Background: an optimization exercise with open tools, aiming at small area and few clock cycles per item. Do not read the settings as production practice.
In this exercise RTL edits were held to simulation tests only and were not proved equivalent to the original.
Power and IR drop assume default switching activity.

$ cat run.sh
#!/bin/bash
# synth_recipe.tcl (not shown) runs the flow's synth.tcl, then flattens the netlist and writes it again
# the make line also repeats each setting of config.mk as NAME=value (left out here)
make -C /OpenROAD-flow-scripts/flow DESIGN_CONFIG=/design/flow/config.mk WORK_HOME=/design/flow/orfs CLKGATE_MAP_FILE= SYNTH_SCRIPT=/design/flow/synth_recipe.tcl finish
$ cat config.mk
export PLATFORM = sky130hd
export DESIGN_NAME = afu_top
export DESIGN_NICKNAME = afu_top
export VERILOG_FILES = /design/flow/design.v
export SDC_FILE = /design/flow/constraint.sdc
export NUM_CORES = 4
export LEC_CHECK = 0
export CAP_MARGIN = 20
export CORE_MARGIN = 2
export CORE_UTILIZATION = 40
export SLEW_MARGIN = 20
$ cat constraint.sdc
create_clock -name core_clock -period 6.5 [get_ports {clk}]
set_input_delay 1.3000 -clock core_clock [delete_from_list [all_inputs] [get_ports {clk}]]
set_output_delay 1.3000 -clock core_clock [all_outputs]
set_load 0.01 [all_outputs]
$ cat design.v
`timescale 1ns/1ps
`default_nettype none
package ccip_pkg;
    typedef struct packed {
        logic                          resp_valid;
        logic                          mmio_rd_valid;
        logic                          mmio_wr_valid;
        logic [16-1:0]      mdata;
        logic [16-1:0]  mmio_addr;
        logic [9-1:0]        tid;
        logic [64-1:0]       data;
    } c0_rx_t;
    typedef struct packed {
        logic                          resp_valid;
        logic [16-1:0]      mdata;
    } c1_rx_t;
    typedef struct packed {
        c0_rx_t                        c0;
        c1_rx_t                        c1;
        logic                          c0_almfull;
        logic                          c1_almfull;
    } ccip_rx_t;
    typedef struct packed {
        logic                          valid;
        logic [42-1:0]  addr;
        logic [16-1:0]      mdata;
    } c0_tx_t;
    typedef struct packed {
        logic                          valid;
        logic [42-1:0]  addr;
        logic [16-1:0]      mdata;
        logic [64-1:0]       data;
    } c1_tx_t;
    typedef struct packed {
        logic                          valid;
        logic [9-1:0]        tid;
        logic [64-1:0]       data;
    } c2_tx_t;
    typedef struct packed {
        c0_tx_t                        c0;
        c1_tx_t                        c1;
        c2_tx_t                        c2;
    } ccip_tx_t;
    typedef struct packed {
        logic [16-1:0]      mdata;
        logic [64-1:0]       data;
    } dma_line_t;
    typedef struct packed {
        logic [42-1:0]  src;
        logic [42-1:0]  dst;
        logic [16-1:0]      lines;
    } dma_cfg_t;
endpackage
`default_nettype wire
`timescale 1ns/1ps
`default_nettype none
module line_fifo
#(
    parameter int DEPTH = 8
)
(
    input  wire logic                  clk,
    input  wire logic                  rst_n,
    input  wire logic                  push,
    input  wire ccip_pkg::dma_line_t   push_line,
    input  wire logic                  pop,
    output ccip_pkg::dma_line_t        head,
    output logic                       empty,
    output logic [$clog2(DEPTH+1)-1:0] count
);
    localparam int PTR_W = $clog2(DEPTH);
    localparam int CNT_W = $clog2(DEPTH + 1);
    logic [16+64-1:0] mem [DEPTH];
    logic [PTR_W-1:0]    wr_ptr_q;
    logic [PTR_W-1:0]    rd_ptr_q;
    logic [CNT_W-1:0]    count_q;
    logic                rd_en;
    logic                wr_en;
    function automatic logic [PTR_W-1:0] ptr_next(input logic [PTR_W-1:0] ptr);
        ptr_next = (ptr == PTR_W'(DEPTH - 1)) ? {PTR_W{1'b0}} : ptr + 1'b1;
    endfunction
    assign rd_en = pop && !empty;
    assign wr_en = push && ((count_q != CNT_W'(DEPTH)) || rd_en);
    always_ff @(posedge clk)
    begin
        if (wr_en)
        begin
            mem[wr_ptr_q] <= push_line;
        end
    end
    always_ff @(posedge clk)
    begin
        if (!rst_n)
        begin
            wr_ptr_q <= '0;
            rd_ptr_q <= '0;
            count_q  <= '0;
        end
        else
        begin
            if (wr_en)
            begin
                wr_ptr_q <= ptr_next(wr_ptr_q);
            end
            if (rd_en)
            begin
                rd_ptr_q <= ptr_next(rd_ptr_q);
            end
            case ({wr_en, rd_en})
                2'b10:   count_q <= count_q + 1'b1;
                2'b01:   count_q <= count_q - 1'b1;
                default: ;
            endcase
        end
    end
    assign head  = mem[rd_ptr_q];
    assign empty = (count_q == '0);
    assign count = count_q;
endmodule
`default_nettype wire
`timescale 1ns/1ps
`default_nettype none
module dma_copy_engine
(
    input  wire logic               clk,
    input  wire logic               rst_n,
    input  wire ccip_pkg::dma_cfg_t cfg,
    input  wire logic               start,
    input  wire ccip_pkg::ccip_rx_t host_rx,
    output ccip_pkg::c0_tx_t        c0_tx,
    output ccip_pkg::c1_tx_t        c1_tx,
    output logic                    busy,
    output logic                    done
);
    localparam int AW    = 42;
    localparam int CNT_W = $clog2(8 + 1);
    ccip_pkg::dma_cfg_t     cfg_q;
    logic                   busy_q;
    logic                   start_ok;
    logic [16-1:0] rd_idx_q;
    logic [16-1:0] wr_rsp_q;
    logic [CNT_W-1:0]       rd_out_q;
    logic [CNT_W:0]         credit_used;
    logic                   credit_ok;
    logic                   rd_issue;
    logic                   wr_issue;
    ccip_pkg::dma_line_t    push_line;
    ccip_pkg::dma_line_t    head;
    logic                   fifo_empty;
    logic [CNT_W-1:0]       fifo_count;
    assign start_ok = start && !busy_q;
    assign credit_used = {1'b0, rd_out_q} + {1'b0, fifo_count};
    assign credit_ok   = credit_used < (CNT_W + 1)'(8);
    assign rd_issue = busy_q
                   && (rd_idx_q != cfg_q.lines)
                   && !host_rx.c0_almfull
                   && credit_ok;
    assign wr_issue = !fifo_empty && !host_rx.c1_almfull;
    always_ff @(posedge clk)
    begin
        if (start_ok)
        begin
            cfg_q <= cfg;
        end
    end
    always_ff @(posedge clk)
    begin
        if (!rst_n)
        begin
            busy_q   <= 1'b0;
            done     <= 1'b0;
            rd_idx_q <= '0;
            wr_rsp_q <= '0;
            rd_out_q <= '0;
        end
        else
        begin
            done <= 1'b0;
            case ({rd_issue, host_rx.c0.resp_valid})
                2'b10:   rd_out_q <= rd_out_q + 1'b1;
                2'b01:   rd_out_q <= rd_out_q - 1'b1;
                default: ;
            endcase
            if (start_ok)
            begin
                rd_idx_q <= '0;
                wr_rsp_q <= '0;
                busy_q   <= (cfg.lines != '0);
                done     <= (cfg.lines == '0);
            end
            else if (busy_q)
            begin
                if (rd_issue)
                begin
                    rd_idx_q <= rd_idx_q + 1'b1;
                end
                if (host_rx.c1.resp_valid)
                begin
                    wr_rsp_q <= wr_rsp_q + 1'b1;
                end
                if (wr_rsp_q == cfg_q.lines)
                begin
                    busy_q <= 1'b0;
                    done   <= 1'b1;
                end
            end
        end
    end
    always_comb
    begin
        push_line.mdata = host_rx.c0.mdata;
        push_line.data  = host_rx.c0.data;
    end
    line_fifo #(
        .DEPTH(8)
    ) line_fifo_inst (
        .clk       (clk),
        .rst_n     (rst_n),
        .push      (host_rx.c0.resp_valid),
        .push_line (push_line),
        .pop       (wr_issue),
        .head      (head),
        .empty     (fifo_empty),
        .count     (fifo_count)
    );
    always_comb
    begin
        c0_tx.valid = rd_issue;
        c0_tx.addr  = cfg_q.src + AW'(rd_idx_q);
        c0_tx.mdata = rd_idx_q;
        c1_tx.valid = wr_issue;
        c1_tx.addr  = cfg_q.dst + AW'(head.mdata);
        c1_tx.mdata = head.mdata;
        c1_tx.data  = head.data;
    end
    assign busy = busy_q;
endmodule
`default_nettype wire
`timescale 1ns/1ps
`default_nettype none
module mmio_csr
(
    input  wire logic               clk,
    input  wire logic               rst_n,
    input  wire ccip_pkg::c0_rx_t   mmio_req,
    output ccip_pkg::c2_tx_t        c2_tx,
    output ccip_pkg::dma_cfg_t      cfg,
    output logic                    start,
    input  wire logic               busy,
    input  wire logic               done
);
    localparam int DW = 64;
    logic [64-1:0]      scratch_q;
    logic [42-1:0] src_q;
    logic [42-1:0] dst_q;
    logic [16-1:0]     lines_q;
    logic                         done_q;
    logic [64-1:0]      rd_data;
    assign start = mmio_req.mmio_wr_valid
                && (mmio_req.mmio_addr == 16'd5)
                && mmio_req.data[0]
                && !busy;
    always_ff @(posedge clk)
    begin
        if (!rst_n)
        begin
            scratch_q <= '0;
            src_q     <= '0;
            dst_q     <= '0;
            lines_q   <= '0;
        end
        else if (mmio_req.mmio_wr_valid)
        begin
            case (mmio_req.mmio_addr)
                16'd1: scratch_q <= mmio_req.data;
                16'd2:     src_q     <= mmio_req.data[42-1:0];
                16'd3:     dst_q     <= mmio_req.data[42-1:0];
                16'd4:   lines_q   <= mmio_req.data[16-1:0];
                default:      ;
            endcase
        end
    end
    always_ff @(posedge clk)
    begin
        if (!rst_n)
        begin
            done_q <= 1'b0;
        end
        else if (start)
        begin
            done_q <= 1'b0;
        end
        else if (done)
        begin
            done_q <= 1'b1;
        end
    end
    always_comb
    begin
        case (mmio_req.mmio_addr)
            16'd0:  rd_data = 64'h7c3a_91e0_4b5d_2f18;
            16'd1: rd_data = scratch_q;
            16'd2:     rd_data = DW'(src_q);
            16'd3:     rd_data = DW'(dst_q);
            16'd4:   rd_data = DW'(lines_q);
            16'd6:  rd_data = {{(DW-2){1'b0}}, done_q, busy};
            default:      rd_data = '0;
        endcase
    end
    always_ff @(posedge clk)
    begin
        c2_tx.tid  <= mmio_req.tid;
        c2_tx.data <= rd_data;
        if (!rst_n)
        begin
            c2_tx.valid <= 1'b0;
        end
        else
        begin
            c2_tx.valid <= mmio_req.mmio_rd_valid;
        end
    end
    always_comb
    begin
        cfg.src   = src_q;
        cfg.dst   = dst_q;
        cfg.lines = lines_q;
    end
endmodule
`default_nettype wire
`timescale 1ns/1ps
`default_nettype none
module ccip_split_mmio
(
    input  wire logic               clk,
    input  wire logic               rst_n,
    input  wire ccip_pkg::ccip_rx_t fiu_rx,
    output ccip_pkg::ccip_tx_t      fiu_tx,
    output ccip_pkg::ccip_rx_t      host_rx,
    output ccip_pkg::c0_rx_t        mmio_req,
    input  wire ccip_pkg::c0_tx_t   host_c0_tx,
    input  wire ccip_pkg::c1_tx_t   host_c1_tx,
    input  wire ccip_pkg::c2_tx_t   mmio_c2_tx
);
    ccip_pkg::c0_rx_t c0_q;
    ccip_pkg::c1_rx_t c1_q;
    always_ff @(posedge clk)
    begin
        c0_q <= fiu_rx.c0;
        c1_q <= fiu_rx.c1;
        if (!rst_n)
        begin
            c0_q.resp_valid    <= 1'b0;
            c0_q.mmio_rd_valid <= 1'b0;
            c0_q.mmio_wr_valid <= 1'b0;
            c1_q.resp_valid    <= 1'b0;
        end
    end
    always_comb
    begin
        host_rx                  = '0;
        host_rx.c0               = c0_q;
        host_rx.c0.mmio_rd_valid = 1'b0;
        host_rx.c0.mmio_wr_valid = 1'b0;
        host_rx.c1               = c1_q;
        host_rx.c0_almfull       = fiu_rx.c0_almfull;
        host_rx.c1_almfull       = fiu_rx.c1_almfull;
    end
    always_comb
    begin
        mmio_req            = c0_q;
        mmio_req.resp_valid = 1'b0;
    end
    always_comb
    begin
        fiu_tx.c0 = host_c0_tx;
        fiu_tx.c1 = host_c1_tx;
        fiu_tx.c2 = mmio_c2_tx;
    end
endmodule
`default_nettype wire
`timescale 1ns/1ps
`default_nettype none
module afu_top
(
    input  wire logic        clk,
    input  wire logic        rst_n,
    input  wire logic        rx_c0_resp_valid,
    input  wire logic        rx_c0_mmio_rd_valid,
    input  wire logic        rx_c0_mmio_wr_valid,
    input  wire logic [15:0] rx_c0_mdata,
    input  wire logic [15:0] rx_c0_mmio_addr,
    input  wire logic [8:0]  rx_c0_tid,
    input  wire logic [63:0] rx_c0_data,
    input  wire logic        rx_c1_resp_valid,
    input  wire logic [15:0] rx_c1_mdata,
    input  wire logic        rx_c0_almfull,
    input  wire logic        rx_c1_almfull,
    output logic             tx_c0_valid,
    output logic [41:0]      tx_c0_addr,
    output logic [15:0]      tx_c0_mdata,
    output logic             tx_c1_valid,
    output logic [41:0]      tx_c1_addr,
    output logic [15:0]      tx_c1_mdata,
    output logic [63:0]      tx_c1_data,
    output logic             tx_c2_valid,
    output logic [8:0]       tx_c2_tid,
    output logic [63:0]      tx_c2_data
);
    ccip_pkg::ccip_rx_t fiu_rx;
    ccip_pkg::ccip_tx_t fiu_tx;
    always_comb
    begin
        fiu_rx.c0.resp_valid    = rx_c0_resp_valid;
        fiu_rx.c0.mmio_rd_valid = rx_c0_mmio_rd_valid;
        fiu_rx.c0.mmio_wr_valid = rx_c0_mmio_wr_valid;
        fiu_rx.c0.mdata         = rx_c0_mdata;
        fiu_rx.c0.mmio_addr     = rx_c0_mmio_addr;
        fiu_rx.c0.tid           = rx_c0_tid;
        fiu_rx.c0.data          = rx_c0_data;
        fiu_rx.c1.resp_valid    = rx_c1_resp_valid;
        fiu_rx.c1.mdata         = rx_c1_mdata;
        fiu_rx.c0_almfull       = rx_c0_almfull;
        fiu_rx.c1_almfull       = rx_c1_almfull;
    end
    assign tx_c0_valid = fiu_tx.c0.valid;
    assign tx_c0_addr  = fiu_tx.c0.addr;
    assign tx_c0_mdata = fiu_tx.c0.mdata;
    assign tx_c1_valid = fiu_tx.c1.valid;
    assign tx_c1_addr  = fiu_tx.c1.addr;
    assign tx_c1_mdata = fiu_tx.c1.mdata;
    assign tx_c1_data  = fiu_tx.c1.data;
    assign tx_c2_valid = fiu_tx.c2.valid;
    assign tx_c2_tid   = fiu_tx.c2.tid;
    assign tx_c2_data  = fiu_tx.c2.data;
    ccip_pkg::ccip_rx_t host_rx;
    ccip_pkg::c0_rx_t   mmio_req;
    ccip_pkg::c0_tx_t   host_c0_tx;
    ccip_pkg::c1_tx_t   host_c1_tx;
    ccip_pkg::c2_tx_t   mmio_c2_tx;
    ccip_pkg::dma_cfg_t cfg;
    logic               start;
    logic               busy;
    logic               done;
    ccip_split_mmio ccip_split_mmio_inst (
        .clk        (clk),
        .rst_n      (rst_n),
        .fiu_rx     (fiu_rx),
        .fiu_tx     (fiu_tx),
        .host_rx    (host_rx),
        .mmio_req   (mmio_req),
        .host_c0_tx (host_c0_tx),
        .host_c1_tx (host_c1_tx),
        .mmio_c2_tx (mmio_c2_tx)
    );
    mmio_csr mmio_csr_inst (
        .clk      (clk),
        .rst_n    (rst_n),
        .mmio_req (mmio_req),
        .c2_tx    (mmio_c2_tx),
        .cfg      (cfg),
        .start    (start),
        .busy     (busy),
        .done     (done)
    );
    dma_copy_engine dma_copy_engine_inst (
        .clk     (clk),
        .rst_n   (rst_n),
        .cfg     (cfg),
        .start   (start),
        .host_rx (host_rx),
        .c0_tx   (host_c0_tx),
        .c1_tx   (host_c1_tx),
        .busy    (busy),
        .done    (done)
    );
endmodule
`default_nettype wire
==> flow_summary.ini <==
[yosys]
yosys.cell_count.top_type = edfxtp_1
synth_async_sr_flop_share = 0
synth-seq-cells = 1139
synth_edf_count = 740
ys_seq_area_frac = 0.699
synth_area_leaders = edfxtp_1 (51%), dfxtp_1 (18%), mux4_2 (8.3%), nand2_1 (3.5%), a21boi_0 (2.7%)
synthFlopType = edfxtp_1
synth_top_area_cell = edfxtp_1
yosys_warnings = 5
yosysTopAreaCellShare = 0.514
synth_commonest_cells = edfxtp_1 (740), nand2_1 (406), dfxtp_1 (399)
synth_area_um2 = 43200
postSynthCellCount = 2824
avgSynthCellArea_um2 = 15.3
synth_nets = 3003
synth_cell_type_count = 66

[cts]
cts-root-buf = clkbuf_16
htree_levels = 3
cts_hold_buf = 0
cts_made_buffers = 117
clkTransAtPathRegs_ns = 0.06
clk_latency_ns = 0.72
tritoncts = done
clock-sinks = 1139
clockBufferDepth = 3

[setup_path]
r2r_start = ccip_split_mmio_inst.c0_q[76]
critPathSlowestCell = clkdlybuf4s50_1
critPathCaptureType = output port
ff2ff_setup_slack_ns = 2.81
r2r-end = mmio_csr_inst.scratch_q[53]
cp_max_fo = 18
crit_required_ns = 5.20
path_class = reg -> out
max_stage_delay_ns = 0.64
arrival_ns = 5.02
path_buf_inv = 4
cpMostUsedCell = buf_4
start_kind = register
reg2regPathDepth = 10
path_cells = buf_12 -> buf_4 -> mux4_2 -> mux2_2 -> ha_1 -> and4_1 -> a41oi_1 -> o21ai_0 -> buf_4 -> nand4_1 -> xnor2_1 -> clkdlybuf4s50_1
cp.depth = 12
cp_top_family = buffers and inverters

[sta]
rsz0062_at_grt = false
min_period_over_period = 0.973
hold_violations = 0
setup_viol = 0
slew-limit-headroom = 0.267
max_freq_mhz = 158
finalWorstSetupSlack_ns = 0.176
finClkSkew_ns = 0.0318
tightest_slew_ns = 1.10
final_max_slew_viol_count = 0
period_needed_ns = 6.32

[routing]
drtAntennaViolNets = 0
firstDrtPassIters = 8
dr.first_iter.drc_count = 2051
routed_via_density = 5.36
wire_per_inst_um = 24.7
routed_wl_um = 117000
vias = 25350
drcViolationCount = 0

[grt]
grt_pass1_vias = 25438
overflow = 0
grt_pass1_wl_um = 171000
antenna_found_initial = 5
grt_usage = 0.208
grt_max_degree = 151

[cells_and_area]
final_nets = 3400
fin_cells = 4729
syn_to_final_growth_pct = 22.1
final_core_util = 0.493
drive_above_1_share = 0.159
fill_cells = 8978

[floorplan]
initial_core_util = 0.404
core_area_um2 = 107000
die_area_um2 = 111000
num_rows = 120
die_w_um = 333
die_height_um = 333
io_pins = 385

[power]
power.density_nw_per_um2 = 335
p_int_uw = 13400
netSwitchingFraction = 0.243
p_comb_frac = 0.158
clock_power_share = 0.392
power_switching_uw = 4290
ir_drop_v = 0.000287
seqPwrFrac = 0.451
leakagePower_uw = 0.0176

[hold_path]
hold-path-cell-count = 0
hold-path-endpoint = mmio_csr_inst.c2_tx[67]
hold_path.class = reg -> reg
worstHoldStart = ccip_split_mmio_inst.c0_q[67]

[placed_design]
gp_congestion = 0.857
numPortBuffers = 368
dp_cells = 4499
dp_slack_ns = 0.799
hpwl_um = 73700

[run_status]
status = no timing/DRC/antenna violations

[job]
drv_cap = 0
[worst max path at each step]
stage / to / slack [ns] / start
final: tx_c1_addr[21] / 0.18 / register
after global routing: tx_c1_addr[35] / 0.003 / register
after CTS: tx_c1_addr[35] / 0.05 / register
after detailed placement: tx_c1_addr[20] / 0.80 / register
after global placement: tx_c1_addr[20] / 0.82 / register
after floorplan: dma_copy_engine_inst.line_fifo_inst.mem[2][0] / -1.30 / rx_c1_almfull
[power groups by stage]
| stage | clock, uW | sequential [uW] | combinational (uW) |
|---|---|---|---|
| finish | 6920 | 7960 | 2790 |
| global placement | 0 | 8120 | 2730 |
| global route | 7340 | 7980 | 2970 |
| CTS | 7070 | 7980 | 2770 |
| detailed placement | 0 | 8130 | 2760 |
| floorplan | 0 | 8040 | 1660 |
[kinds of logic after synthesis]
logic type      Yosys count  share of synthesized area
flops                  1139                      0.699
buf+inv                 172                     0.0166
mux                     256                      0.108
fa+ha+maj                50                     0.0152
simple gates            711                     0.0736
xor+xnor                144                     0.0292
compound gates          352                     0.0584
[layout by cell type, fill, tap and decap left out, types with 5 or more instances in the layout]
cell type	Yosys	final
edfxtp_1	740	740
nand2_1	406	404
dfxtp_1	399	396
clkdlybuf4s50_1	0	366
mux4_2	160	160
a21boi_0	155	155
clkbuf_16	0	120
mux2_2	92	92
nor2_1	83	79
xor2_1	74	73
xnor2_1	70	70
a21oi_1	54	54
nand3_1	51	51
ha_1	46	46
a22oi_1	41	41
buf_4	8	37
nand4_1	35	35
inv_1	30	29
and2_1	32	29
clkinv_2	0	26
and3_1	22	22
o21ai_0	22	22
a21o_1	21	21
clkbuf_1	87	19
nor4_1	18	17
clkinv_1	0	15
nor3_1	19	14
a21boi_1	14	14
bufinv_16	0	14
nand2b_1	12	12
buf_12	0	12
clkbuf_8	0	11
nor2b_1	9	8
clkinvlp_4	0	8
or3_1	7	7
a222oi_1	7	7
a31oi_1	6	6
o21a_1	5	5
[per-stage QoR]
step                      TNS, ns  power, uW  instance area (um^2)  hold slack (ns)
after floorplan           -317.23       9700                 43200            0.310
after global placement          0      10800                 48600            0.310
after detailed placement        0      10900                 48700            0.313
after CTS                       0      17800                 52700            0.328
after global routing            0      18300                 52800            0.337
final                           0      17700                 52800            0.325
[flip-flops by register name, summed over array words and instances, names as in the netlist, 4 cells and up, named ones only]
signal                                       cells
mmio_csr_inst.src_q                             42
mmio_csr_inst.dst_q                             42
dma_copy_engine_inst.line_fifo_inst.mem        640
dma_copy_engine_inst.rd_out_q                    4
dma_copy_engine_inst.wr_rsp_q                   16
mmio_csr_inst.scratch_q                         64
dma_copy_engine_inst.cfg_q                     100
ccip_split_mmio_inst.c0_q                      108
mmio_csr_inst.c2_tx                             74
mmio_csr_inst.lines_q                           16
dma_copy_engine_inst.line_fifo_inst.count_q      4
dma_copy_engine_inst.rd_idx_q                   16
[layout make-up]
cell class,count,area [um^2],area share
tap,1403,1760,0.0333
sequential,1139,30200,0.572
antenna,1,2.50,0.0000474
clock buffer,150,3230,0.0611
timing repair buffer,420,4260,0.0806
clock inverter,73,813,0.0154
inverter,30,115,0.00218
multi-input combinational,1513,12400,0.235
[what timing repair did]
action / 4_1_cts / 5_1_grt
pin swaps: 0 / 0
setup buffers: 0 / 6
endpoints found under the hold margin: 0 / 0
endpoints found under the setup margin: 1 / 16
gates cloned: 0 / 0
gates resized for setup: 1 / 5
[per-layer routing]
| layer | up-vias | track usage | part of all wire |
|---|---|---|---|
| li1 | 11347 | - | - |
| met1 | 12955 | 0.284 | 0.42 |
| met2 | 890 | 0.343 | 0.48 |
| met4 | 2 | 0.0494 | 0.018 |
| met3 | 156 | 0.0422 | 0.073 |
| met5 | - | 0 | 0.000077 |
[worst reg2reg max path, stage by stage (launching register included)]
cell and delay [ns]:
dfxtp_1 0.30, nor4_1 0.30, nand4_1 0.25, nand2b_1 0.21, buf_4 0.21, nor2_4 0.12
buf_4 0.59, and2_2 0.67, buf_4 0.58, nand2_1 0.22, a21boi_0 0.18
Testbench counts, summed over its fixed seeds: cycles 11,564, lines 6,319.

what the ideal ports hide:
The results above use ideal ports. As a check the final layout listed here was re-extracted and re-timed, cells and wires unchanged. Step 1, drivers: a clkbuf_16 drives clk and a buf_2 each remaining input, both assumed. Step 2 moves the port delays by t, midway between the first and last clock arrival at a register: inputs arrive t later, outputs are due t later. That takes back most of the time a late clock gives input paths. Three values: ideal ports, drivers, drivers and shift; two values: the first two.
t (ns): 0.772
setup WS [ns]: 0.176 / 0.107 / 0.878
worst setup path after step 2: register to output
worst data-port slew with drivers (ns): 0.12
After both steps setup and hold are still met in this run. For this run, drivers alone change the setup slack by -0.069 ns; drivers and shift together by +0.702 ns.
